Source: an optimization exercise on an open RTL-to-GDS flow (aim: small area, a short achievable clock period and few clock cycles). Production flows keep margins and buffers that such runs may drop. No run shown here included a check of the RTL's function; only the layout flow was run. Power is estimated from default activity; no workload was simulated.

==> design/flow/design.v <==
`timescale 1ns/1ns
module equity_regs
(
	input  logic                        clock,
	input  logic                        rst_n,
	input  logic                        awvalid,
	output logic                        awready,
	input  logic [5-1:0]          awaddr,
	input  logic                        wvalid,
	output logic                        wready,
	input  logic [32-1:0]          wdata,
	output logic                        bvalid,
	input  logic                        bready,
	output logic [1:0]                  bresp,
	input  logic                        arvalid,
	output logic                        arready,
	input  logic [5-1:0]          araddr,
	output logic                        rvalid,
	input  logic                        rready,
	output logic [32-1:0]          rdata,
	output logic [1:0]                  rresp,
	input  logic                        fin,        
	input  logic                        fin_bad,    
	input  logic [10-1:0]           win_count,
	input  logic [10-1:0]           nl_count,   
	output logic                        go,         
	output logic                        err,        
	output logic [32-1:0]          hole_word,
	output logic [32-1:0]          flop_word
);
	localparam logic [1:0] RESP_OKAY   = 2'b00;
	localparam logic [1:0] RESP_SLVERR = 2'b10;
	localparam logic [2:0] IDX_CTRL   = 3'(5'h00 >> 2);
	localparam logic [2:0] IDX_STATUS = 3'(5'h04 >> 2);
	localparam logic [2:0] IDX_HOLE   = 3'(5'h08 >> 2);
	localparam logic [2:0] IDX_FLOP   = 3'(5'h0C >> 2);
	localparam logic [2:0] IDX_WIN    = 3'(5'h10 >> 2);
	localparam logic [2:0] IDX_TIE    = 3'(5'h14 >> 2);
	localparam logic [2:0] IDX_LOSS   = 3'(5'h18 >> 2);
	localparam logic [2:0] IDX_BOARDS = 3'(5'h1C >> 2);
	logic [32-1:0] hole_q;
	logic [32-1:0] flop_q;
	logic               busy;
	logic               done_flag;
	logic               err_flag;
	logic               wr_hs;  
	logic               wr_ok;
	logic               rd_hs;
	logic               rd_ok;
	logic [2:0]         wr_idx;
	logic [2:0]         rd_idx;
	logic [32-1:0] rd_word;
	logic [10-1:0]  tie_count;
	logic [10-1:0]  loss_count;
	logic [10-1:0]  board_count;
	assign awready = !bvalid;  
	assign wready  = !bvalid;
	assign arready = !rvalid;  
	assign wr_hs   = awvalid && wvalid && !bvalid;
	assign rd_hs   = arvalid && !rvalid;
	assign wr_idx = awaddr[5-1:2];
	assign rd_idx = araddr[5-1:2];
	assign rd_ok  = araddr[1:0] == 2'b00;  
	assign wr_ok = awaddr[1:0] == 2'b00 && !busy
		&& (wr_idx == IDX_CTRL || wr_idx == IDX_HOLE || wr_idx == IDX_FLOP);
	assign go    = wr_hs && wr_ok && wr_idx == IDX_CTRL && wdata[0];
	assign hole_word = hole_q;
	assign flop_word = flop_q;
	assign err       = err_flag;
	always_ff @(posedge clock)
	begin
		if (!rst_n)
		begin
			bvalid    <= 1'b0;
			rvalid    <= 1'b0;
			busy      <= 1'b0;
			done_flag <= 1'b0;
			err_flag  <= 1'b0;
		end
		else
		begin
			if (wr_hs)
				bvalid <= 1'b1;
			else if (bready)
				bvalid <= 1'b0;
			if (rd_hs)
				rvalid <= 1'b1;
			else if (rready)
				rvalid <= 1'b0;
			if (go)
			begin
				busy      <= 1'b1;
				done_flag <= 1'b0;
				err_flag  <= 1'b0;
			end
			else if (fin)
			begin
				busy      <= 1'b0;
				done_flag <= 1'b1;
				err_flag  <= fin_bad;
			end
		end
	end
	always_ff @(posedge clock)
	begin
		if (wr_hs)
			bresp <= wr_ok ? RESP_OKAY : RESP_SLVERR;
		if (wr_hs && wr_ok && wr_idx == IDX_HOLE)
			hole_q <= wdata;
		if (wr_hs && wr_ok && wr_idx == IDX_FLOP)
			flop_q <= wdata;
		if (rd_hs)
		begin
			rdata <= rd_word;
			rresp <= rd_ok ? RESP_OKAY : RESP_SLVERR;
		end
	end
	assign tie_count   = nl_count - win_count;
	assign loss_count  = err_flag ? '0 : 10'(990) - nl_count;
	assign board_count = err_flag ? '0 : 10'(990);
	always_comb
	begin
		rd_word = '0;
		if (rd_ok)
			case (rd_idx)
				IDX_STATUS: rd_word = 32'({err_flag, done_flag, busy});
				IDX_HOLE:   rd_word = hole_q;
				IDX_FLOP:   rd_word = flop_q;
				IDX_WIN:    rd_word = 32'(win_count);
				IDX_TIE:    rd_word = 32'(tie_count);
				IDX_LOSS:   rd_word = 32'(loss_count);
				IDX_BOARDS: rd_word = 32'(board_count);
				default:    rd_word = '0;
			endcase
	end
endmodule
`timescale 1ns/1ns
module board_enumerator
(
	input  logic                  clock,
	input  logic                  rst_n,
	input  logic                  go,
	input  logic [32-1:0]    hole_word,
	input  logic [32-1:0]    flop_word,
	output logic [4*13-1:0] base0,     
	output logic [4*13-1:0] base1,
	output logic [1:0]            cand,      
	output logic [1:0]            k4,        
	output logic [1:0]            k5,        
	output logic [7:0]            fmax,      
	output logic                  same,      
	output logic [1:0]            pv,        
	output logic                  first,     
	output logic                  fin,       
	output logic                  fin_bad,   
	output logic [2*13-1:0] one,       
	output logic [1:0]            eqab,      
	output logic [9:0]            live_a,    
	output logic [9:0]            live_b,
	output logic [11:0]           fcmp       
);
	localparam logic [3:0] TOP = 4'(13 - 1);
	logic [5:0]          card [7];  
	logic [13-1:0] oh [7];    
	logic [3:0]          sh [7];    
	logic                cfg_bad_n;
	logic                cfg_bad;   
	logic                dup_seen;  
	logic [3:0]          spec;      
	logic                valid_b;
	logic [3:0]          ge3_n [2];
	logic [3:0]          ge4_n [2];
	logic [3:0]          eq5_n [2];
	logic [3:0]          ge3 [2];   
	logic [3:0]          fm_n [2];  
	logic [4*13-1:0] base_n [2];
	for (genvar i = 0; i < 4; i++)
	begin : g_hole
		assign card[i] = hole_word[8*i +: 6];
	end
	for (genvar i = 0; i < 3; i++)
	begin : g_flop
		assign card[4+i] = flop_word[8*i +: 6];
	end
	always_comb
	begin
		cfg_bad_n = 1'b0;
		for (int i = 0; i < 7; i++)
		begin
			if (card[i][3:0] > TOP)
				cfg_bad_n = 1'b1;
			for (int r = 0; r < 13; r++)
				oh[i][r] = card[i][3:0] == 4'(r);
			for (int s = 0; s < 4; s++)
				sh[i][s] = card[i][5:4] == 2'(s);
		end
	end
	function automatic logic [2:0] ones4(input logic [3:0] v);
		case (v)
			4'b0000:                                     ones4 = 3'd0;
			4'b0001, 4'b0010, 4'b0100, 4'b1000:          ones4 = 3'd1;
			4'b0111, 4'b1011, 4'b1101, 4'b1110:          ones4 = 3'd3;
			4'b1111:                                     ones4 = 3'd4;
			default:                                     ones4 = 3'd2;
		endcase
	endfunction
	for (genvar p = 0; p < 2; p++)
	begin : g_player
		logic       f1, f2, f3, h1, h2;
		always_comb
		begin
			for (int r = 0; r < 13; r++)
			begin
				f1 = oh[4][r] || oh[5][r] || oh[6][r];
				f2 = (oh[4][r] && oh[5][r]) || (oh[4][r] && oh[6][r]) || (oh[5][r] && oh[6][r]);
				f3 = oh[4][r] && oh[5][r] && oh[6][r];
				h1 = oh[2*p][r] || oh[2*p+1][r];
				h2 = oh[2*p][r] && oh[2*p+1][r];
				base_n[p][4*r]   = f1 || h1;
				base_n[p][4*r+1] = f2 || (f1 && h1) || h2;
				base_n[p][4*r+2] = f3 || (f2 && h1) || (f1 && h2);
				base_n[p][4*r+3] = (f3 && h1) || (f2 && h2);
			end
			for (int s = 0; s < 4; s++)
			begin
				f1 = sh[4][s] || sh[5][s] || sh[6][s];
				f2 = (sh[4][s] && sh[5][s]) || (sh[4][s] && sh[6][s]) || (sh[5][s] && sh[6][s]);
				f3 = sh[4][s] && sh[5][s] && sh[6][s];
				h1 = sh[2*p][s] || sh[2*p+1][s];
				h2 = sh[2*p][s] && sh[2*p+1][s];
				ge3_n[p][s] = f3 || (f2 && h1) || (f1 && h2);
				ge4_n[p][s] = (f3 && h1) || (f2 && h2);
				eq5_n[p][s] = f3 && h2;
			end
		end
	end
	function automatic logic [3:0] top16(input logic [15:0] m);
		logic [1:0] t4 [4];
		logic [3:0] any4;
		for (int i = 0; i < 4; i++)
		begin
			any4[i] = |m[4*i +: 4];
			t4[i]   = m[4*i+3] ? 2'd3 : m[4*i+2] ? 2'd2 : m[4*i+1] ? 2'd1 : 2'd0;
		end
		top16 = any4[3] ? {2'd3, t4[3]} : any4[2] ? {2'd2, t4[2]} : any4[1] ? {2'd1, t4[1]} : {2'd0, t4[0]};
	endfunction
	always_comb
	begin
		logic [6:0]          in_a;
		logic [13-1:0] fl;
		logic [13-1:0] m0;
		logic [13-1:0] m1;
		for (int i = 0; i < 7; i++)
			in_a[i] = |(sh[i] & ge3[0]);
		for (int r = 0; r < 13; r++)
		begin
			fl[r] = (oh[4][r] && in_a[4]) || (oh[5][r] && in_a[5]) || (oh[6][r] && in_a[6]);
			m0[r] = fl[r] || (oh[0][r] && in_a[0]) || (oh[1][r] && in_a[1]);
			m1[r] = fl[r] || (oh[2][r] && in_a[2]) || (oh[3][r] && in_a[3]);
		end
		fm_n[0] = top16(16'(m0));
		fm_n[1] = top16(16'(m1));
	end
	always_ff @(posedge clock)
	begin
		cfg_bad <= cfg_bad_n;
		base0   <= base_n[0];
		base1   <= base_n[1];
		ge3[0]  <= ge3_n[0];
		ge3[1]  <= ge3_n[1];
		k4      <= {|ge4_n[1], |ge4_n[0]};
		k5      <= {|eq5_n[1], |eq5_n[0]};
		fmax    <= {fm_n[1], fm_n[0]};
	end
	assign cand    = {|ge3[1], |ge3[0]};
	assign same    = |(ge3[0] & ge3[1]);
	assign valid_b = cand[1] && !same;
	assign spec    = ge3[0] | ge3[1];
	function automatic logic [4:0] occ_of(input logic [3:0] x, input logic [41:0] cs, input logic [27:0] ss);
		logic [3:0] seen;
		logic       dup;
		seen = '0;
		dup  = 1'b0;
		for (int i = 0; i < 7; i++)
		begin
			dup  = dup || (|(seen & ss[4*i +: 4]) && cs[6*i +: 4] == x);
			seen = seen | ({4{cs[6*i +: 4] == x}} & ss[4*i +: 4]);
		end
		occ_of = {dup, seen};
	endfunction
	logic [41:0] cs;
	logic [27:0] ss;
	logic [1:0]  dup_a;
	always_comb
		for (int i = 0; i < 7; i++)
		begin
			cs[6*i +: 6] = card[i];
			ss[4*i +: 4] = sh[i];
		end
	function automatic logic [4:0] live_of(input logic [3:0] occ, input logic [3:0] sp,
		input logic [3:0] sa, input logic [3:0] sb, input logic vb);
		live_of = {ones4(~occ & ~sp), vb && |(sb & ~occ), |(sa & ~occ)};
	endfunction
	logic [1:0] run;    
	logic [7:0] a;      
	logic [7:0] b;
	logic [1:0] lane_fin;
	logic       m0_gt;
	logic       m0_eq;
	assign m0_gt = fmax[3:0] > fmax[7:4];
	assign m0_eq = fmax[3:0] == fmax[7:4];
	for (genvar l = 0; l < 2; l++)
	begin : g_lane
		localparam logic [3:0] A0   = l == 0 ? 4'd0 : 4'd4;   
		localparam logic [3:0] AEND = l == 0 ? 4'd3 : TOP;    
		logic [3:0] la;
		logic [3:0] lb;
		logic [4:0] oa;
		logic [4:0] ob;
		logic [3:0] m0;
		logic [3:0] m1;
		logic       g0a, g1a, g0b, g1b;
		assign la = a[4*l +: 4];
		assign lb = b[4*l +: 4];
		assign oa = occ_of(la, cs, ss);
		assign ob = occ_of(lb, cs, ss);
		assign dup_a[l] = oa[4];
		assign lane_fin[l] = run[l] && la == AEND && lb == TOP;
		assign m0 = fmax[3:0];
		assign m1 = fmax[7:4];
		assign g0a = m0 > la;
		assign g1a = m1 > la;
		assign g0b = m0 > lb;
		assign g1b = m1 > lb;
		always_ff @(posedge clock)
		begin
			if (!rst_n)
			begin
				run[l] <= 1'b0;
				pv[l]  <= 1'b0;
			end
			else
			begin
				if (go)
					run[l] <= 1'b1;
				else if (lane_fin[l])
					run[l] <= 1'b0;
				pv[l] <= run[l];
			end
		end
		always_ff @(posedge clock)
		begin
			if (!run[l] || lane_fin[l])
			begin
				a[4*l +: 4] <= A0;
				b[4*l +: 4] <= A0;
			end
			else if (lb == TOP)
			begin
				a[4*l +: 4] <= la + 4'd1;
				b[4*l +: 4] <= la + 4'd1;
			end
			else
				b[4*l +: 4] <= lb + 4'd1;
		end
		always_ff @(posedge clock)
		begin
			for (int r = 0; r < 13; r++)
				one[13*l + r] <= la == 4'(r) || lb == 4'(r);
			eqab[l]            <= la == lb;
			live_a[5*l +: 5]   <= live_of(oa[3:0], spec, ge3[0], ge3[1], valid_b);
			live_b[5*l +: 5]   <= live_of(ob[3:0], spec, ge3[0], ge3[1], valid_b);
			fcmp[6*l +: 6] <= {m0_gt && g0b, m0_eq || (!g0b && !g1b),
				m0_gt && g0a, m0_eq || (!g0a && !g1a), m0_gt, m0_eq};
		end
	end
	always_ff @(posedge clock)
	begin
		if (!rst_n)
			fin <= 1'b0;
		else
			fin <= lane_fin[0];
		first   <= run[0] && a[3:0] == 4'd0 && b[3:0] == 4'd0;
		fin_bad <= cfg_bad || dup_seen || dup_a[0];
	end
	always_ff @(posedge clock)
	begin
		if (!rst_n || go)
			dup_seen <= 1'b0;
		else
			dup_seen <= dup_seen || (run[0] && dup_a[0]) || (run[1] && dup_a[1]);
	end
endmodule
`timescale 1ns/1ns
module hand_ranker
(
	input  logic [4*13-1:0] base,      
	input  logic [13-1:0]   one,       
	input  logic [13-1:0]   two,       
	output logic [6:0]            strength
);
	localparam logic [2:0] CAT_HIGH       = 3'd0;
	localparam logic [2:0] CAT_PAIR       = 3'd1;
	localparam logic [2:0] CAT_TWO_PAIR   = 3'd2;
	localparam logic [2:0] CAT_TRIPS      = 3'd3;
	localparam logic [2:0] CAT_STRAIGHT   = 3'd4;
	localparam logic [2:0] CAT_FULL_HOUSE = 3'd6;
	localparam logic [2:0] CAT_QUADS      = 3'd7;
	logic [13-1:0] present;
	logic [13-1:0] pair;     
	logic [13-1:0] trip;     
	logic [13-1:0] quad;
	logic [13-1:0] str_top;  
	logic                has_trip;
	logic                has_trip2;
	logic                has_pair;
	logic                has_pair2;
	logic [3:0]          top_quad;
	logic [3:0]          top_trip;
	logic [3:0]          top_pair;
	logic [3:0]          top_str;
	logic [3:0]          top_high;
	always_comb
	begin
		for (int r = 0; r < 13; r++)
		begin
			logic b1, b2, b3, b4;
			logic t2, t3, t4;
			b1 = base[4*r];
			b2 = base[4*r+1];
			b3 = base[4*r+2];
			b4 = base[4*r+3];
			present[r] = b1 || one[r];
			t2 = b2 || (b1 && one[r]) || two[r];
			t3 = b3 || (b2 && one[r]) || (b1 && two[r]);
			t4 = b4 || (b3 && one[r]) || (b2 && two[r]);
			pair[r] = t2 && !t3;
			trip[r] = t3 && !t4;
			quad[r] = t4;
		end
	end
	always_comb
	begin
		str_top = '0;
		str_top[3] = present[13-1] && &present[3:0];
		for (int t = 4; t < 13; t++)
			str_top[t] = &present[t -: 5];
	end
	function automatic logic [1:0] any_two(input logic [15:0] m);
		logic [7:0] any1, two1;
		logic [3:0] any2, two2;
		logic [1:0] any3, two3;
		for (int i = 0; i < 8; i++)
		begin
			any1[i] = m[2*i] || m[2*i+1];
			two1[i] = m[2*i] && m[2*i+1];
		end
		for (int i = 0; i < 4; i++)
		begin
			any2[i] = any1[2*i] || any1[2*i+1];
			two2[i] = two1[2*i] || two1[2*i+1] || (any1[2*i] && any1[2*i+1]);
		end
		for (int i = 0; i < 2; i++)
		begin
			any3[i] = any2[2*i] || any2[2*i+1];
			two3[i] = two2[2*i] || two2[2*i+1] || (any2[2*i] && any2[2*i+1]);
		end
		any_two = {two3[0] || two3[1] || (any3[0] && any3[1]), any3[0] || any3[1]};
	endfunction
	function automatic logic [3:0] top16(input logic [15:0] m);
		logic [1:0] t4 [4];
		logic [3:0] any4;
		for (int i = 0; i < 4; i++)
		begin
			any4[i] = |m[4*i +: 4];
			t4[i]   = m[4*i+3] ? 2'd3 : m[4*i+2] ? 2'd2 : m[4*i+1] ? 2'd1 : 2'd0;
		end
		top16 = any4[3] ? {2'd3, t4[3]} : any4[2] ? {2'd2, t4[2]} : any4[1] ? {2'd1, t4[1]} : {2'd0, t4[0]};
	endfunction
	assign {has_trip2, has_trip} = any_two(16'(trip));
	assign {has_pair2, has_pair} = any_two(16'(pair));
	assign top_quad = top16(16'(quad));
	assign top_trip = top16(16'(trip));
	assign top_pair = top16(16'(pair));
	assign top_str  = top16(16'(str_top));
	assign top_high = top16(16'(present));
	always_comb
	begin
		if (|quad)
			strength = {CAT_QUADS, top_quad};
		else if (has_trip && (has_pair || has_trip2))
			strength = {CAT_FULL_HOUSE, top_trip};
		else if (|str_top)
			strength = {CAT_STRAIGHT, top_str};
		else if (has_trip)
			strength = {CAT_TRIPS, top_trip};
		else if (has_pair2)
			strength = {CAT_TWO_PAIR, top_pair};
		else if (has_pair)
			strength = {CAT_PAIR, top_pair};
		else
			strength = {CAT_HIGH, top_high};
	end
endmodule
`timescale 1ns/1ns
module pair_tally
(
	input  logic              clock,
	input  logic              rst_n,
	input  logic              pv,
	input  logic              eqab,
	input  logic [5:0]        fcmp,       
	input  logic [4:0]        live_a,     
	input  logic [4:0]        live_b,
	input  logic [13:0]       strength,   
	input  logic [1:0]        cand,
	input  logic [1:0]        k4,
	input  logic [1:0]        k5,
	input  logic              same,
	output logic              v2,
	output logic [8:0]        win_part,   
	output logic [8:0]        nl_part     
);
	localparam int T_N = 0;
	localparam int T_A = 1;
	localparam int T_B = 2;
	localparam int C_NN = 0;
	localparam int C_NA = 1;
	localparam int C_NB = 2;
	localparam int C_AN = 3;
	localparam int C_AA = 4;
	localparam int C_AB = 5;
	localparam int C_BN = 6;
	localparam int C_BA = 7;
	localparam int C_BB = 8;
	logic        v1;
	logic [13:0] nf1;
	logic [4:0]  w_nn1;
	logic [1:0]  w_na1, w_nb1, w_an1, w_bn1;
	logic [3:0]  w_x1;    
	logic [5:0]  fcmp1;   
	logic [4:0]  w_nn;
	logic [1:0]  w_na, w_nb, w_an, w_bn;
	logic [3:0]  w_x;
	logic [8:0]  win_n;
	logic [8:0]  nl_n;
	always_ff @(posedge clock)
	begin
		if (!rst_n)
		begin
			v1 <= 1'b0;
			v2 <= 1'b0;
		end
		else
		begin
			v1 <= pv;
			v2 <= v1;
		end
	end
	function automatic logic [4:0] pairs(input logic [2:0] x, input logic [2:0] y, input logic one_rank);
		if (one_rank)
			case (x)
				3'd2:    pairs = 5'd1;
				3'd3:    pairs = 5'd3;
				3'd4:    pairs = 5'd6;
				default: pairs = 5'd0;
			endcase
		else
			pairs = 5'(x * y);
	endfunction
	always_comb
	begin
		logic [2:0] na, nb;
		logic       aa, ab, ba, bb;  
		na = live_a[4:2];
		nb = live_b[4:2];
		aa = live_a[0];
		ba = live_a[1];
		ab = live_b[0];
		bb = live_b[1];
		w_nn = pairs(na, nb, eqab);
		if (!eqab)
		begin
			w_na = 2'(na & {3{ab}});
			w_nb = 2'(na & {3{bb}});
			w_an = 2'(nb & {3{aa}});
			w_bn = 2'(nb & {3{ba}});
			w_x  = {ba && bb, ba && ab, aa && bb, aa && ab};
		end
		else
		begin
			w_na = '0;
			w_nb = '0;
			w_an = 2'(na & {3{aa}});
			w_bn = 2'(na & {3{ba}});
			w_x  = {1'b0, 1'b0, aa && ba, 1'b0};
		end
	end
	always_ff @(posedge clock)
	begin
		nf1     <= strength;
		w_nn1   <= w_nn;
		w_na1   <= w_na;
		w_nb1   <= w_nb;
		w_an1   <= w_an;
		w_bn1   <= w_bn;
		w_x1    <= w_x;
		fcmp1   <= fcmp;
		win_part <= win_n;
		nl_part  <= nl_n;
	end
	function automatic logic [1:0] cmp7(input logic [6:0] x, input logic [6:0] y);
		logic [6:0] g, e;
		logic       gt;
		g  = x & ~y;
		e  = ~(x ^ y);
		gt = 1'b0;
		for (int i = 0; i < 7; i++)
		begin
			logic t;
			t = g[i];
			for (int j = i + 1; j < 7; j++)
				t = t && e[j];
			gt = gt || t;
		end
		cmp7 = {gt, &e};
	endfunction
	logic [8:0] win_c;
	logic [8:0] nl_c;
	always_comb
	begin
		logic [6:0] s0, s1;
		logic       lo0, lo1, gt, eq;
		logic       in0a, in0b, in1a, in1b;
		logic [1:0] c0, c1;
		logic       f0, f1, fl0, fl1;
		logic       win, tie;
		s0  = nf1[6:0];
		s1  = nf1[13:7];
		lo0 = !(s0[6] && s0[5]);  
		lo1 = !(s1[6] && s1[5]);
		{gt, eq} = cmp7(s0, s1);
		for (int ta = 0; ta < 3; ta++)
			for (int tb = 0; tb < 3; tb++)
			begin
				in0a = ta == T_A;
				in0b = tb == T_A;
				in1a = (ta == T_A && same) || ta == T_B;
				in1b = (tb == T_A && same) || tb == T_B;
				c0 = 2'(in0a) + 2'(in0b);
				c1 = 2'(in1a) + 2'(in1b);
				f0 = cand[0] && (k5[0] || (k4[0] && c0 != 2'd0) || c0 == 2'd2);
				f1 = cand[1] && (k5[1] || (k4[1] && c1 != 2'd0) || c1 == 2'd2);
				fl0 = f0 && lo0;
				fl1 = f1 && lo1;
				if (fl0 && fl1)
				begin
					if (in0b)
						{win, tie} = fcmp1[5:4];
					else if (in0a)
						{win, tie} = fcmp1[3:2];
					else
						{win, tie} = fcmp1[1:0];
				end
				else if (fl0)
				begin
					win = lo1;
					tie = 1'b0;
				end
				else if (fl1)
				begin
					win = !lo0;
					tie = 1'b0;
				end
				else
				begin
					win = gt;
					tie = eq;
				end
				win_c[ta*3+tb] = win;
				nl_c[ta*3+tb]  = win || tie;
			end
	end
	function automatic logic [8:0] parts(input logic [8:0] hit,
		input logic [4:0] nn, input logic [1:0] na, input logic [1:0] nb,
		input logic [1:0] an, input logic [1:0] bn, input logic [3:0] x);
		logic [3:0] s;
		s = (hit[C_NA] ? 4'(na) : 4'd0) + (hit[C_NB] ? 4'(nb) : 4'd0)
			+ (hit[C_AN] ? 4'(an) : 4'd0) + (hit[C_BN] ? 4'(bn) : 4'd0)
			+ 4'(hit[C_AA] && x[0]) + 4'(hit[C_AB] && x[1]) + 4'(hit[C_BA] && x[2]) + 4'(hit[C_BB] && x[3]);
		parts = {s, hit[C_NN] ? nn : 5'd0};
	endfunction
	assign win_n = parts(win_c, w_nn1, w_na1, w_nb1, w_an1, w_bn1, w_x1);
	assign nl_n  = parts(nl_c, w_nn1, w_na1, w_nb1, w_an1, w_bn1, w_x1);
endmodule
module outcome_tally
(
	input  logic                          clock,
	input  logic                          rst_n,
	input  logic [2-1:0]           pv,
	input  logic                          first,      
	input  logic                          fin,
	input  logic                          err,        
	input  logic [2-1:0]           eqab,
	input  logic [6*2-1:0]         fcmp,
	input  logic [5*2-1:0]         live_a,     
	input  logic [5*2-1:0]         live_b,
	input  logic [14*2-1:0]        strength,   
	input  logic [1:0]                    cand,
	input  logic [1:0]                    k4,
	input  logic [1:0]                    k5,
	input  logic                          same,
	output logic [10-1:0]             win_count,
	output logic [10-1:0]             nl_count    
);
	logic [2-1:0] v2;
	logic [8:0]          win_part [2];
	logic [8:0]          nl_part [2];
	logic                v3;
	logic [5:0]          win_inc;
	logic [5:0]          nl_inc;
	logic                first1, first2, first3;
	logic                last1, last2, last3;
	for (genvar l = 0; l < 2; l++)
	begin : g_lane
		pair_tally i_lane
		(
			.clock    (clock),
			.rst_n    (rst_n),
			.pv       (pv[l]),
			.eqab     (eqab[l]),
			.fcmp     (fcmp[6*l +: 6]),
			.live_a   (live_a[5*l +: 5]),
			.live_b   (live_b[5*l +: 5]),
			.strength (strength[14*l +: 14]),
			.cand     (cand),
			.k4       (k4),
			.k5       (k5),
			.same     (same),
			.v2       (v2[l]),
			.win_part (win_part[l]),
			.nl_part  (nl_part[l])
		);
	end
	always_ff @(posedge clock)
	begin
		if (!rst_n)
		begin
			last1 <= 1'b0;
			last2 <= 1'b0;
			last3 <= 1'b0;
			v3    <= 1'b0;
		end
		else
		begin
			last1 <= fin;
			last2 <= last1;
			last3 <= last2;
			v3    <= v2[0];
		end
		first1 <= first;
		first2 <= first1;
		first3 <= first2;
	end
	function automatic logic [5:0] lane_sum(input logic [8:0] p);
		lane_sum = 6'(p[4:0]) + 6'(p[8:5]);
	endfunction
	always_ff @(posedge clock)
	begin
		win_inc <= (v2[0] ? lane_sum(win_part[0]) : 6'd0) + (v2[1] ? lane_sum(win_part[1]) : 6'd0);
		nl_inc  <= (v2[0] ? lane_sum(nl_part[0]) : 6'd0) + (v2[1] ? lane_sum(nl_part[1]) : 6'd0);
	end
	always_ff @(posedge clock)
	begin
		if (v3)
		begin
			if (last3 && err)
			begin
				win_count <= '0;
				nl_count  <= '0;
			end
			else if (first3)
			begin
				win_count <= 10'(win_inc);
				nl_count  <= 10'(nl_inc);
			end
			else
			begin
				win_count <= win_count + 10'(win_inc);
				nl_count  <= nl_count + 10'(nl_inc);
			end
		end
	end
endmodule
`timescale 1ns/1ns
module equity_top
(
	input  logic               clock,
	input  logic               rst_n,
	input  logic               awvalid,
	output logic               awready,
	input  logic [5-1:0] awaddr,
	input  logic               wvalid,
	output logic               wready,
	input  logic [32-1:0] wdata,
	output logic               bvalid,
	input  logic               bready,
	output logic [1:0]         bresp,
	input  logic               arvalid,
	output logic               arready,
	input  logic [5-1:0] araddr,
	output logic               rvalid,
	input  logic               rready,
	output logic [32-1:0] rdata,
	output logic [1:0]         rresp
);
	logic                          go;
	logic                          err;
	logic                          fin;
	logic                          fin_bad;
	logic                          first;
	logic [32-1:0]            hole_word;
	logic [32-1:0]            flop_word;
	logic [4*13-1:0]         base0;
	logic [4*13-1:0]         base1;
	logic [1:0]                    cand;
	logic [1:0]                    k4;
	logic [1:0]                    k5;
	logic [7:0]                    fmax;
	logic                          same;
	logic [2-1:0]           pv;
	logic [2-1:0]           eqab;
	logic [6*2-1:0]         fcmp;
	logic [13*2-1:0]  one;
	logic [5*2-1:0]         live_a;
	logic [5*2-1:0]         live_b;
	logic [14*2-1:0]        strength;
	logic [10-1:0]             win_count;
	logic [10-1:0]             nl_count;
	logic                          fin1;      
	logic                          fin_bad1;
	always_ff @(posedge clock)
	begin
		if (!rst_n)
			fin1 <= 1'b0;
		else
			fin1 <= fin;
		fin_bad1 <= fin_bad;
	end
	equity_regs i_regs
	(
		.clock     (clock),
		.rst_n     (rst_n),
		.awvalid   (awvalid),
		.awready   (awready),
		.awaddr    (awaddr),
		.wvalid    (wvalid),
		.wready    (wready),
		.wdata     (wdata),
		.bvalid    (bvalid),
		.bready    (bready),
		.bresp     (bresp),
		.arvalid   (arvalid),
		.arready   (arready),
		.araddr    (araddr),
		.rvalid    (rvalid),
		.rready    (rready),
		.rdata     (rdata),
		.rresp     (rresp),
		.fin       (fin1),
		.fin_bad   (fin_bad1),
		.win_count (win_count),
		.nl_count  (nl_count),
		.go        (go),
		.err       (err),
		.hole_word (hole_word),
		.flop_word (flop_word)
	);
	board_enumerator i_enum (.*);
	for (genvar l = 0; l < 2; l++)
	begin : g_lane
		logic [13-1:0] two;  
		assign two = one[13*l +: 13] & {13{eqab[l]}};
		hand_ranker i_rank0
		(
			.base     (base0),
			.one      (one[13*l +: 13]),
			.two      (two),
			.strength (strength[14*l +: 7])
		);
		hand_ranker i_rank1
		(
			.base     (base1),
			.one      (one[13*l +: 13]),
			.two      (two),
			.strength (strength[14*l+7 +: 7])
		);
	end
	outcome_tally i_tally (.*);
endmodule
==> design/flow/standard.sh <==
#!/bin/bash
# synth_recipe.tcl (not shown) runs the flow's synth.tcl, then flattens the netlist and writes it again
# the make line also repeats each setting of config.mk as NAME=value (left out here)
make -C /OpenROAD-flow-scripts/flow DESIGN_CONFIG=/design/flow/config.mk WORK_HOME=/design/flow/orfs CLKGATE_MAP_FILE= SYNTH_SCRIPT=/design/flow/synth_recipe.tcl "${@:-finish}"
==> design/flow/config.mk <==
export PLATFORM = sky130hd
export DESIGN_NAME = equity_top
export DESIGN_NICKNAME = equity_top
export VERILOG_FILES = /design/flow/design.v
export SDC_FILE = /design/flow/constraint.sdc
export NUM_CORES = 4
export LEC_CHECK = 0
export ABC_AREA = 1
export CAP_MARGIN = 20
export CORE_MARGIN = 2
export CORE_UTILIZATION = 30
export SLEW_MARGIN = 20
==> design/flow/constraint.sdc <==
create_clock -name core_clock -period 12.5 [get_ports {clock}]
set_input_delay 2.5000 -clock core_clock [delete_from_list [all_inputs] [get_ports {clock}]]
set_output_delay 2.5000 -clock core_clock [all_outputs]
set_load 0.01 [all_outputs]
==> design/flow/flow/run.sh <==
#!/bin/bash
# Standard layout, with timing repair aimed well below the clock period
cp standard.sh standard_sh_copy.log
export SETUP_SLACK_MARGIN=8.8
bash standard.sh > standard.log 2>&1
==> flow_summary.ini, run 1 <==
[synthesis]
ys.flop_type = dfxtp_1
synth_cell_types = 70
avgSynthCellArea_um2 = 6.71
synth.cell_area_um2 = 33300
ys_ff_latch = 462
yosys_warnings = 24
syn_inst = 4972
ys_async_sr_fraction = 0
synth_enable_flop_cells = 118
yosysSeqAreaShare = 0.313

[global_routing]
globalRouteOverflowTotal = 0
grt_start_max_net_pins = 34
grt_pass1_wl_um = 189000
grt_use_total = 0.217
antenna_found_initial = 2
grt_pass1_vias = 31378

[critical_path]
r2r_setup_slack_ps = 8370
worst_ep_required_time_ps = 13050
worst_setup_path_end_kind = flip-flop
critPathKind = flip-flop to flip-flop
cp_max_fo = 3
critPathLaunchType = flip-flop
arrival_ps = 4680

[sta]
setup_viol = 0
tightestPinTransition_ps = 1210
skew_ps = 51.1
slew_headroom = 0.189
hold_slack_ps = 319
fin_ws_ps = 8370
rsz0062_at_grt = true
finalCriticalPeriod_ps = 4130
slew_violations = 0
hold_viol_final = 0
fin_tns_setup_ps = 0
max_freq_mhz = 242
min_period_over_period = 0.330

[routing]
viasPerCell = 5.10
firstDrtPassIters = 6
totalWireLength_um = 127000
drc = 0
first_iter_violations = 3342
wl_per_cell_um = 19.1
vias = 33916
ant_nets = 0

[final_layout]
final_cell_mix = 1068 x nand2_1, 776 x inv_1, 688 x nor2_1
drive_gt1_frac = 0.105
final_area_um2 = 38900
multi_input_area_um2 = 20100
final_common_cell = nand2_1
syn2layout_area_growth_pct = 16.5
fin_cells = 6646
filler_cell_count = 11843
fin_nets = 5350
seq_area_um2 = 10500

[min_path]
hold_path.class = flip-flop to flip-flop

[placed_design]
post-dp-hpwl_um = 102000
io_buffers = 87
gp_congestion = 1.08
dp_cells = 6478
dpl-instance-area_um2 = 35900
place_ws_ps = 7710

[power]
power.density_nw_per_um2 = 84.3
p_leak_nw = 18.3
ir_drop_v = 0.000110

[clock_tree]
clk_latency_ps = 660
cts.sinks = 462
clkTransAtPathRegs_ps = 60
cts.htree.levels = 2
holdBufCountCts = 0
cts_buffers = 52
clockBufferDepth = 3
cts_root_buf = clkbuf_16
cts_tree = yes

[floorplanning]
dieArea_um2 = 114000
die-width_um = 337
num_rows = 122
start_util = 0.302
design.core.area_um2 = 111000
io_pins = 90
fp.dieH_um = 337

[status]
status = timing/DRC/antenna clean

[run]
cap_viol_max_count = 0
-- synthesized netlist by cell type, drive strengths merged (3+ instances only) --
master   number  area (um2)
nand2      1126        4420
inv         846        3190
nor2        742        2970
dfxtp       344        6890
a21oi       316        1630
o21ai       276        1430
nand3       233        1180
ha          152        1900
o22ai       120         751
edfxtp      118        3540
nor3         85         447
o211ai       70         526
xor2         65         569
buf          52         293
nand4        46         288
xnor2        45         394
o21bai       38         312
o221ai       38         352
fa           37         741
a22oi        29         218
a31oi        28         175
clkbuf       27         101
or2          19         119
nor4         14        93.8
a221oi       13         120
o31ai        13         111
a211oi       12        90.1
a21boi        8        60.1
a21o          8        60.1
clkinv        8        31.3
o2111ai       8        70.1
and2          6        37.5
a22o          4        35.0
a311oi        4        35.0
o21a          4        30.0
o311ai        4        35.0
a2111oi       3        27.5
nor3b         3        22.5
o22a          3        26.3
-- path summary, 6_finish.rpt --
path,startpoint,end,cells after the start
min reg2reg,i_tally.first1,i_tally.first2,0
max reg2reg,i_enum.ge3[1][1],i_tally.g_lane[1].i_lane.nl_part[6],22
min,i_tally.first1,i_tally.first2,0
max,i_enum.ge3[1][1],i_tally.g_lane[1].i_lane.nl_part[6],22
-- per-layer routing --
layer  track usage  vias to the layer above  routed length (um)
met3        0.0289                      271                9820
met2         0.341                     1456               55300
met4        0.0918                        4                5930
met5             0                        -                  24
li1              -                    16565                   -
met1         0.298                    15620               56000
-- metrics by stage --
| step | utilization | total power [W] |
|---|---|---|
| global placement | 0.325 | 0.00171 |
| CTS | 0.349 | 0.00330 |
| detailed placement | 0.325 | 0.00171 |
| global route | 0.352 | 0.00337 |
| finish | 0.352 | 0.00328 |
| floorplan | - | 0.00165 |
-- logic make-up (layout without fill, tap and decap cells) --
logic type | after synthesis | count (layout) | synth area share
DFF | 462 | 462 | 0.313
other | 1 | 4 | 0.000112
AOI/OAI and AO/OA | 1001 | 1001 | 0.183
buffers and inverters | 933 | 1115 | 0.108
and+or+nand+nor | 2276 | 2277 | 0.288
adders and majority gates | 189 | 189 | 0.0792
xor gates and xnor gates | 110 | 110 | 0.0289
-- worst max-delay path, cell delays in order, from the launching register on --
cell,delay [ps]
dfxtp_4,360
nor4_4,270
buf_6,170
nor2_4,40
clkinv_2,80
nor2_4,50
inv_2,80
nor2_4,40
inv_2,100
nor2_4,40
buf_4,120
buf_4,110
nand2_1,60
nand3_1,100
nand2_1,100
fa_1,450
fa_1,570
inv_2,40
fa_2,540
ha_4,140
inv_2,40
fa_2,500
inv_1,30
-- power by group --
group	switching [W]	internal, W
combinational	0.0000749	0.0000527
clock	0.000674	0.000916
sequential	0.0000120	0.00155
total	0.000761	0.00252
-- cell type report --
type / count / share of cell area
tap: 1488 / 0.0479
inverter: 854 / 0.0840
timing repair buffer: 163 / 0.0360
antenna: 2 / 0.000129
clock buffer: 73 / 0.0387
clock inverter: 25 / 0.00789
multi-input combinational: 3579 / 0.516
sequential: 462 / 0.269
-- timing repair --
item,4_1_cts,5_1_grt
gates cloned,3,0
setup buffers,55,10
setup endpoints to repair,130,92
endpoints found under the hold margin,0,0
gates resized for setup,302,49
pin swaps,60,24
-- registers in the layout (all words and copies together) (netlist names), 6 cells and up --
signal	flops
i_enum.base0	52
i_enum.base1	52
i_regs.flop_q	32
i_regs.hole_q	32
i_regs.rdata	32
i_tally.g_lane.i_lane.nf1	28
i_enum.one	26
i_tally.g_lane.i_lane.nl_part	18
i_tally.g_lane.i_lane.win_part	18
i_enum.fcmp	10
i_enum.live_a	10
i_enum.live_b	10
i_tally.g_lane.i_lane.fcmp1	10
i_tally.g_lane.i_lane.w_nn1	10
i_tally.nl_count	10
i_tally.win_count	10
i_enum.a	8
i_enum.b	8
i_enum.fmax	8
i_enum.ge3	8
i_tally.g_lane.i_lane.w_x1	8
i_tally.nl_inc	6
i_tally.win_inc	6
==> inputs of run 2 (changes only) <==
--- a/design/flow/design.v
+++ b/design/flow/design.v
@@ -149,15 +149,15 @@
 	output logic [1:0]            k5,        
 	output logic [7:0]            fmax,      
 	output logic                  same,      
-	output logic [1:0]            pv,        
-	output logic                  first,     
-	output logic                  fin,       
-	output logic                  fin_bad,   
-	output logic [2*13-1:0] one,       
-	output logic [1:0]            eqab,      
-	output logic [9:0]            live_a,    
-	output logic [9:0]            live_b,
-	output logic [11:0]           fcmp       
+	output logic [3-1:0]          pv,        
+	output logic                         first,     
+	output logic                         fin,       
+	output logic                         fin_bad,   
+	output logic [3*13-1:0] one,       
+	output logic [3-1:0]          eqab,      
+	output logic [5*3-1:0]        live_a,    
+	output logic [5*3-1:0]        live_b,
+	output logic [6*3-1:0]        fcmp       
 );
 	localparam logic [3:0] TOP = 4'(13 - 1);
 	logic [5:0]          card [7];  
@@ -290,7 +290,7 @@
 	endfunction
 	logic [41:0] cs;
 	logic [27:0] ss;
-	logic [1:0]  dup_a;
+	logic [3-1:0] dup_a;
 	always_comb
 		for (int i = 0; i < 7; i++)
 		begin
@@ -301,18 +301,20 @@
 		input logic [3:0] sa, input logic [3:0] sb, input logic vb);
 		live_of = {ones4(~occ & ~sp), vb && |(sb & ~occ), |(sa & ~occ)};
 	endfunction
-	logic [1:0] run;    
-	logic [7:0] a;      
-	logic [7:0] b;
-	logic [1:0] lane_fin;
+	logic [3-1:0]   run;    
+	logic [4*3-1:0] a;      
+	logic [4*3-1:0] b;
+	logic [3-1:0]   lane_fin;
 	logic       m0_gt;
 	logic       m0_eq;
 	assign m0_gt = fmax[3:0] > fmax[7:4];
 	assign m0_eq = fmax[3:0] == fmax[7:4];
-	for (genvar l = 0; l < 2; l++)
+	for (genvar l = 0; l < 3; l++)
 	begin : g_lane
-		localparam logic [3:0] A0   = l == 0 ? 4'd0 : 4'd4;   
-		localparam logic [3:0] AEND = l == 0 ? 4'd3 : TOP;    
+		localparam logic [3:0] A0 = l == 0 ? 4'd0 : l == 1 ? 4'd2 : 4'd5;
+		localparam logic [3:0] B0 = l == 0 ? 4'd0 : l == 1 ? 4'd8 : 4'd12;
+		localparam logic [3:0] AE = l == 0 ? 4'd2 : l == 1 ? 4'd5 : TOP;
+		localparam logic [3:0] BE = l == 0 ? 4'd7 : l == 1 ? 4'd11 : TOP;
 		logic [3:0] la;
 		logic [3:0] lb;
 		logic [4:0] oa;
@@ -325,7 +327,7 @@
 		assign oa = occ_of(la, cs, ss);
 		assign ob = occ_of(lb, cs, ss);
 		assign dup_a[l] = oa[4];
-		assign lane_fin[l] = run[l] && la == AEND && lb == TOP;
+		assign lane_fin[l] = run[l] && la == AE && lb == BE;
 		assign m0 = fmax[3:0];
 		assign m1 = fmax[7:4];
 		assign g0a = m0 > la;
@@ -353,7 +355,7 @@
 			if (!run[l] || lane_fin[l])
 			begin
 				a[4*l +: 4] <= A0;
-				b[4*l +: 4] <= A0;
+				b[4*l +: 4] <= B0;
 			end
 			else if (lb == TOP)
 			begin
@@ -381,14 +383,14 @@
 		else
 			fin <= lane_fin[0];
 		first   <= run[0] && a[3:0] == 4'd0 && b[3:0] == 4'd0;
-		fin_bad <= cfg_bad || dup_seen || dup_a[0];
+		fin_bad <= cfg_bad || dup_seen || |(run & dup_a);
 	end
 	always_ff @(posedge clock)
 	begin
 		if (!rst_n || go)
 			dup_seen <= 1'b0;
 		else
-			dup_seen <= dup_seen || (run[0] && dup_a[0]) || (run[1] && dup_a[1]);
+			dup_seen <= dup_seen || |(run & dup_a);
 	end
 endmodule
 `timescale 1ns/1ns
@@ -518,8 +520,8 @@
 	input  logic [1:0]        k5,
 	input  logic              same,
 	output logic              v2,
-	output logic [8:0]        win_part,   
-	output logic [8:0]        nl_part     
+	output logic [13:0]       win_part,   
+	output logic [13:0]       nl_part     
 );
 	localparam int T_N = 0;
 	localparam int T_A = 1;
@@ -542,8 +544,8 @@
 	logic [4:0]  w_nn;
 	logic [1:0]  w_na, w_nb, w_an, w_bn;
 	logic [3:0]  w_x;
-	logic [8:0]  win_n;
-	logic [8:0]  nl_n;
+	logic [13:0] win_n;
+	logic [13:0] nl_n;
 	always_ff @(posedge clock)
 	begin
 		if (!rst_n)
@@ -681,14 +683,14 @@
 				nl_c[ta*3+tb]  = win || tie;
 			end
 	end
-	function automatic logic [8:0] parts(input logic [8:0] hit,
+	function automatic logic [13:0] parts(input logic [8:0] hit,
 		input logic [4:0] nn, input logic [1:0] na, input logic [1:0] nb,
 		input logic [1:0] an, input logic [1:0] bn, input logic [3:0] x);
-		logic [3:0] s;
-		s = (hit[C_NA] ? 4'(na) : 4'd0) + (hit[C_NB] ? 4'(nb) : 4'd0)
-			+ (hit[C_AN] ? 4'(an) : 4'd0) + (hit[C_BN] ? 4'(bn) : 4'd0)
-			+ 4'(hit[C_AA] && x[0]) + 4'(hit[C_AB] && x[1]) + 4'(hit[C_BA] && x[2]) + 4'(hit[C_BB] && x[3]);
-		parts = {s, hit[C_NN] ? nn : 5'd0};
+		logic [2:0] sa, sb, s1;
+		sa = (hit[C_NA] ? 3'(na) : 3'd0) + (hit[C_NB] ? 3'(nb) : 3'd0);
+		sb = (hit[C_AN] ? 3'(an) : 3'd0) + (hit[C_BN] ? 3'(bn) : 3'd0);
+		s1 = 3'(hit[C_AA] && x[0]) + 3'(hit[C_AB] && x[1]) + 3'(hit[C_BA] && x[2]) + 3'(hit[C_BB] && x[3]);
+		parts = {sa, sb, s1, hit[C_NN] ? nn : 5'd0};
 	endfunction
 	assign win_n = parts(win_c, w_nn1, w_na1, w_nb1, w_an1, w_bn1, w_x1);
 	assign nl_n  = parts(nl_c, w_nn1, w_na1, w_nb1, w_an1, w_bn1, w_x1);
@@ -697,15 +699,15 @@
 (
 	input  logic                          clock,
 	input  logic                          rst_n,
-	input  logic [2-1:0]           pv,
+	input  logic [3-1:0]           pv,
 	input  logic                          first,      
 	input  logic                          fin,
 	input  logic                          err,        
-	input  logic [2-1:0]           eqab,
-	input  logic [6*2-1:0]         fcmp,
-	input  logic [5*2-1:0]         live_a,     
-	input  logic [5*2-1:0]         live_b,
-	input  logic [14*2-1:0]        strength,   
+	input  logic [3-1:0]           eqab,
+	input  logic [6*3-1:0]         fcmp,
+	input  logic [5*3-1:0]         live_a,     
+	input  logic [5*3-1:0]         live_b,
+	input  logic [14*3-1:0]        strength,   
 	input  logic [1:0]                    cand,
 	input  logic [1:0]                    k4,
 	input  logic [1:0]                    k5,
@@ -713,15 +715,15 @@
 	output logic [10-1:0]             win_count,
 	output logic [10-1:0]             nl_count    
 );
-	logic [2-1:0] v2;
-	logic [8:0]          win_part [2];
-	logic [8:0]          nl_part [2];
+	logic [3-1:0] v2;
+	logic [13:0]         win_part [3];
+	logic [13:0]         nl_part [3];
 	logic                v3;
 	logic [5:0]          win_inc;
 	logic [5:0]          nl_inc;
 	logic                first1, first2, first3;
 	logic                last1, last2, last3;
-	for (genvar l = 0; l < 2; l++)
+	for (genvar l = 0; l < 3; l++)
 	begin : g_lane
 		pair_tally i_lane
 		(
@@ -762,13 +764,25 @@
 		first2 <= first1;
 		first3 <= first2;
 	end
-	function automatic logic [5:0] lane_sum(input logic [8:0] p);
-		lane_sum = 6'(p[4:0]) + 6'(p[8:5]);
+	function automatic logic [5:0] lane_sum(input logic [13:0] p);
+		lane_sum = 6'(p[4:0]) + 6'(p[7:5]) + 6'(p[10:8]) + 6'(p[13:11]);
 	endfunction
+	logic [5:0] win_all;
+	logic [5:0] nl_all;
+	always_comb
+	begin
+		win_all = '0;
+		nl_all  = '0;
+		for (int l = 0; l < 3; l++)
+		begin
+			win_all = win_all + (v2[l] ? lane_sum(win_part[l]) : 6'd0);
+			nl_all  = nl_all + (v2[l] ? lane_sum(nl_part[l]) : 6'd0);
+		end
+	end
 	always_ff @(posedge clock)
 	begin
-		win_inc <= (v2[0] ? lane_sum(win_part[0]) : 6'd0) + (v2[1] ? lane_sum(win_part[1]) : 6'd0);
-		nl_inc  <= (v2[0] ? lane_sum(nl_part[0]) : 6'd0) + (v2[1] ? lane_sum(nl_part[1]) : 6'd0);
+		win_inc <= win_all;
+		nl_inc  <= nl_all;
 	end
 	always_ff @(posedge clock)
 	begin
@@ -828,13 +842,13 @@
 	logic [1:0]                    k5;
 	logic [7:0]                    fmax;
 	logic                          same;
-	logic [2-1:0]           pv;
-	logic [2-1:0]           eqab;
-	logic [6*2-1:0]         fcmp;
-	logic [13*2-1:0]  one;
-	logic [5*2-1:0]         live_a;
-	logic [5*2-1:0]         live_b;
-	logic [14*2-1:0]        strength;
+	logic [3-1:0]           pv;
+	logic [3-1:0]           eqab;
+	logic [6*3-1:0]         fcmp;
+	logic [13*3-1:0]  one;
+	logic [5*3-1:0]         live_a;
+	logic [5*3-1:0]         live_b;
+	logic [14*3-1:0]        strength;
 	logic [10-1:0]             win_count;
 	logic [10-1:0]             nl_count;
 	logic                          fin1;      
@@ -877,7 +891,7 @@
 		.flop_word (flop_word)
 	);
 	board_enumerator i_enum (.*);
-	for (genvar l = 0; l < 2; l++)
+	for (genvar l = 0; l < 3; l++)
 	begin : g_lane
 		logic [13-1:0] two;  
 		assign two = one[13*l +: 13] & {13{eqab[l]}};
==> design/flow/flow/run.sh (replaced) <==
#!/bin/bash
# Standard layout, with timing repair aimed well below the clock period
cp standard.sh standard_sh_copy.log
export SETUP_SLACK_MARGIN=9.0
bash standard.sh > standard.log 2>&1
==> flow_summary.ini, run 2 <==
[power]
p_leak_nw = 24.3
ir_drop_v = 0.0000961
power.density_nw_per_um2 = 84.1
p_total_w = 0.00423

[synthesis]
yosys_warnings = 24
ys_ff_latch = 585
yosysSeqAreaShare = 0.293
synthTopCellsByArea = dfxtp_1 21%, nand2_1 13%, inv_1 9.3%
yosysTopAreaCellShare = 0.213
yosysTopAreaCell = dfxtp_1
synth_cell_types = 71
yosysMostFrequentCell = nand2_1
synth.cell_area_um2 = 43900
ys_async_sr_fraction = 0
avgSynthCellArea_um2 = 6.58
synth_common_cells = 1477 x nand2_1, 1092 x inv_1, 947 x nor2_1
synth_enable_flop_cells = 118
ys.flop_type = dfxtp_1
syn_inst = 6673

[sta]
skew_ps = 60.7
max_freq_mhz = 257
rsz0062_at_grt = true
setup_viol = 0
min_period_over_period = 0.311
hold_viol_final = 0
slew_violations = 0
slew_headroom = 0.256
finalCriticalPeriod_ps = 3890
fin_ws_ps = 8610
tightestPinTransition_ps = 1110
fin_tns_setup_ps = 0

[placed_design]
place_ws_ps = 7630
post-dp-hpwl_um = 156000
dp_cells = 8596
io_buffers = 87
gp_congestion = 1.07

[global_routing]
grt_use_total = 0.248
antenna_found_initial = 2
grt_pass1_wl_um = 279000
grt_pass1_vias = 42870
globalRouteOverflowTotal = 0
grt_start_max_net_pins = 34

[routing]
firstDrtPassIters = 8
viasPerCell = 5.30
first_iter_violations = 5286
vias = 46525
wl_per_cell_um = 21.9
ant_nets = 0
drc = 0
totalWireLength_um = 193000

[clock_tree]
cts_root_buf = clkbuf_16
clk_latency_ps = 720
cts_buffers = 68
clockBufferDepth = 3
cts.htree.levels = 3
holdBufCountCts = 0
cts_tree = yes
clkTransAtPathRegs_ps = 60
cts.sinks = 585

[critical_path]
cp_slowest_cell = edfxtp_1
cp_max_fo = 1
cp_top_family = flip-flops
worst_setup_path_end_kind = output pin
critPathKind = flip-flop to output pin
crit_path_cell_trace = buf_6
arrival_ps = 1390
max_stage_delay_ps = 530
cp_num_buf_inv = 1
worst_ep_required_time_ps = 10000
critPathLaunchType = flip-flop

[run]
cap_viol_max_count = 0

[final_layout]
fin_cells = 8782
largestRegisters = i_enum.base0: 52 flops, i_enum.base1: 52 flops
final_common_cell = nand2_1
fin_nets = 7145
drive_gt1_frac = 0.0838
final_cell_mix = 1465 x nand2_1, 1059 x inv_1, 940 x nor2_1
fin_util = 0.345
syn2layout_area_growth_pct = 14.4

[floorplanning]
die-width_um = 387
num_rows = 140
dieArea_um2 = 150000
design.core.area_um2 = 146000
io_pins = 90
start_util = 0.302
fp.dieH_um = 387

[status]
status = timing/DRC/antenna clean

[min_path]
hold_path.class = flip-flop to flip-flop
[run 2: report_power, final]
part	leakage (nW)	internal, W	switching [W]
logic	18.3	0.0000448	0.0000687
clock network	1.16	0.00126	0.000907
registers	4.91	0.00194	0.0000114
[run 2: routing by layer]
layer,wire [um],vias to the layer above,track usage
li1,-,22027,-
met1,85700,21749,0.352
met2,80200,2329,0.372
met3,16900,416,0.0317
met4,9850,4,0.117
met5,25,-,0
[run 2: final timing paths]
kind                            cells after the start  slack [ps]                                 to                                  from
worst max-delay path                                1        8610                          rdata[10]                      i_regs.rdata[10]
worst min-delay path                                0         330  i_tally.g_lane[2].i_lane.fcmp1[4]                       i_enum.fcmp[16]
worst min register to register                      0         330  i_tally.g_lane[2].i_lane.fcmp1[4]                       i_enum.fcmp[16]
worst max register to register                     14        8870                 i_tally.win_inc[5]  i_tally.g_lane[1].i_lane.win_part[9]
[run 2: kinds of logic after synthesis]
logic type | synth area share
other cells | 0.0000854
xor+xnor | 0.0273
flops | 0.293
fa+ha+maj | 0.0951
compound gates | 0.181
buf+inv | 0.110
simple gates | 0.294
[run 2: stage by stage]
stage / hold WS [ps] / area (um2)
3_3_place_gp: 313 / 46900
4_1_cts: 326 / 49700
2_1_floorplan: 310 / 44000
3_5_place_dp: 312 / 46900
5_1_grt: 330 / 50300
6_report: 326 / 50300
[run 2: timing repair]
item                                    in CTS  in global routing
setup buffers                               20                 35
endpoints found under the setup margin     170                118
cloned                                       3                  0
gates resized for setup                    282                 99
pin swaps                                   40                 34
[run 2: layout make-up]
class                           instances  area (um2)
Fill cell                           15715       95300
Antenna cell                            3        7.51
Timing Repair inverter                  1        7.51
Tap cell                             1917        2400
Clock buffer                           88        1890
Multi-Input combinational cell       4844       26700
Sequential cell                       585       12900
Timing Repair Buffer                  167        1420
Clock inverter                         37         551
Inverter                             1140        4350

[port drivers added, routing unchanged]
In the flow no input, the clock included, has a driving cell. The finished layouts below were timed again as built, in two steps.
Step 1 sets driving cells, clkbuf_16 on the clock port and buf_2 on the other inputs (assumed; they add their load-dependent delay and slew).
Step 2, shift: input delay + t, output delay - t, t = (earliest + latest rising clock arrival at the registers) / 2. This alone moves slack from input paths to output paths.
Slacks: no drivers / after step 1 / after step 2; pairs: no drivers / after step 1.
run | t (ns) | setup WS [ns] | worst register clock-pin slew, ns
run 1 | 0.703 | 8.372 / 8.372 / 8.188 | 0.07 / 0.07
run 2 | 0.757 | 8.611 / 8.539 / 8.358 | 0.07 / 0.07
After both steps setup and hold are still met in every run listed. The setup slack of run 2, which loses most, moves by -0.072 ns with the drivers and by -0.253 ns with both steps.
